From an optimization exercise on the open Yosys and OpenROAD flow, aimed at small area, a short achievable clock period and few clock cycles per item; shortcuts taken in it are not production practice.
Function was checked by simulation only, so behaviour that the tests miss may differ from the original.

== v6 ==
// ex_top
module ex_top
#(
  parameter int unsigned K = 12
) (
  input  logic               clk,
  input  logic               rst_n,
  input  logic               issue_valid_i,
  output logic               issue_ready_o,
  input  ex_pkg::op_field_e          issue_op_i,
  input  logic [ex_pkg::RADDR_W-1:0] issue_rd_i,
  input  logic [ex_pkg::XLEN-1:0]    issue_a_i,
  input  logic [ex_pkg::XLEN-1:0]    issue_b_i,
  output logic               wb_valid_o,
  input  logic               wb_ready_i,
  output logic [ex_pkg::RADDR_W-1:0] wb_rd_o,
  output logic               wb_we_o,
  output logic [ex_pkg::XLEN-1:0]    wb_data_o,
  output logic               wb_illegal_o,
  output logic               ovf_o,
  output logic               mul_busy_o
);
  localparam int unsigned S    = (32 + K - 1) / K;
  localparam int unsigned E    = S * K - 32;
  localparam int unsigned D    = K / 2;
  localparam int unsigned CW   = (S > 1) ? $clog2(S) : 1;
  localparam int unsigned CORR = (E == 0) ? 1 : 0;
  logic          rdy_q;      
  logic          ld_q;       
  logic          v1_q;
  logic [4:0]    rd1_q;
  logic [31:0]   a1_q;
  logic [31:0]   b1_q;
  logic          c_mul, c_mh, c_mhu, c_sum, c_sub, c_g, c_p;
  logic          c_sll, c_srl, c_sra, c_slt, c_sltu, c_clr, c_ill;
  logic [D-1:0]  bo_q, bt_q, bn_q;    
  logic          cin_q;
  logic [CW-1:0] cnt_q;
  logic          first_q, last_q;     
  logic          hv_q, hwe_q, hill_q, ovf_q;
  logic [4:0]    hrd_q;
  logic [31:0]   hd_q;
  logic          sv_q, swe_q, sill_q, sf_q;
  logic [4:0]    srd_q;
  logic [31:0]   sd_q;
  logic [1:0]    sx_q;      
  logic [33:0]   hc_q;
  logic          spec_q;
  logic          busy_q;
  logic i_mul, i_mh, i_mhu, i_sum, i_sub, i_g, i_p;
  logic i_sll, i_srl, i_sra, i_slt, i_sltu, i_clr, i_ill;
  ex_decoder i_dec (
    .op_i   (issue_op_i),
    .mul_o  (i_mul),
    .mh_o   (i_mh),
    .mhu_o  (i_mhu),
    .sum_o  (i_sum),
    .sub_o  (i_sub),
    .g_o    (i_g),
    .p_o    (i_p),
    .sll_o  (i_sll),
    .srl_o  (i_srl),
    .sra_o  (i_sra),
    .slt_o  (i_slt),
    .sltu_o (i_sltu),
    .clr_o  (i_clr),
    .ill_o  (i_ill)
  );
  logic [31:0] alu_res;
  logic        alu_ovf;
  logic        alu_flag;
  logic        c_we;
  ex_alu i_alu (
    .a_i        (a1_q),
    .b_i        (b1_q),
    .cin_i      (cin_q),
    .sum_i      (c_sum),
    .sub_i      (c_sub),
  ...
Size: ~2,400 cells after synthesis, about 230 flip-flops, about 120 I/O pins, ~24,000 um^2 of cells after synthesis.
clock: 13.0 ns
lec_check: 0
cap_margin: 20
core_margin: 2
core_utilization: 40
cts_buf_list: sky130_fd_sc_hd__clkbuf_8
cts_cluster_diameter: 80
cts_cluster_size: 15
slew_margin: 20
standard.sh (not shown) runs the stock make flow with config.mk's settings and CLKGATE_MAP_FILE= SYNTH_SCRIPT=/design/flow/synth_recipe.tcl, a recipe that flattens the netlist after the stock synthesis.
==> flow/flow/run.sh <==
#!/bin/bash
# The standard layout (standard.sh, unchanged synthesis), with timing
# repair aimed below the clock period and plain buffers on the ports.
set -e
export SETUP_SLACK_MARGIN=8.4
export BUFFER_PORTS_ARGS="-buffer_cell sky130_fd_sc_hd__buf_2"
bash standard.sh > standard.log 2>&1
Testbench counts of v6, summed over its fixed seeds: cycles 27,123, items 16,000.
#### Input delta (v7 over v6)
-- flow/flow/run.sh --
<<< v6, line 4
set -e
export SETUP_SLACK_MARGIN=8.4
export BUFFER_PORTS_ARGS="-buffer_cell sky130_fd_sc_hd__buf_2"
>>> v7, line 4
set -e
export SETUP_SLACK_MARGIN=8
export BUFFER_PORTS_ARGS="-buffer_cell sky130_fd_sc_hd__buf_2"
==> comparison <==
- v7 finished end to end and its layout was clean on timing, DRC and antenna.
- Going from v6 to v7, the critical path depth was found to have gone up by 2.
- Final RePlAce weighted congestion was higher in v6 than in v7.
- Compared with v6, v7 shows a higher share of cell area taken by multi-input logic gates.
- Number of clock buffer instances in the layout (lower): v7
- Summary — met3 routing resource usage after global routing, v7 relative to v6: lower, by 1.1 points.
- v7 -> v6: full die area delta 0, exact match
- As far as H-tree level count goes, v7 and v6 are indistinguishable; the numbers are identical.
- Diff v6 -> v7: worst setup slack lost 92 ps, highest attainable clock frequency lost about 1.9%.

[afterwards: timing with drivers on the ports]
No port has a modelled driver above. Below, the same layouts with a new extraction and two added sets of constraints. Step 1 assumes that a clkbuf_16 drives the clock port and a buf_2 every other input. Step 2 moves the port delays by t, midway between the first and last clock arrival at a register: inputs arrive t later, outputs are due t later. That takes back most of the time a late clock gives input paths. Slacks: ideal ports / drivers / drivers and shift; pairs: ideal ports / drivers.
run | t (ns) | setup slack, ns | latest minus earliest clock arrival (ns)
v6 | 0.694 | 8.215 / 8.215 / 8.215 | 0.054 / 0.055
v7 | 0.688 | 8.123 / 8.123 / 8.123 | 0.048 / 0.047
After both steps every run listed still meets setup and hold.
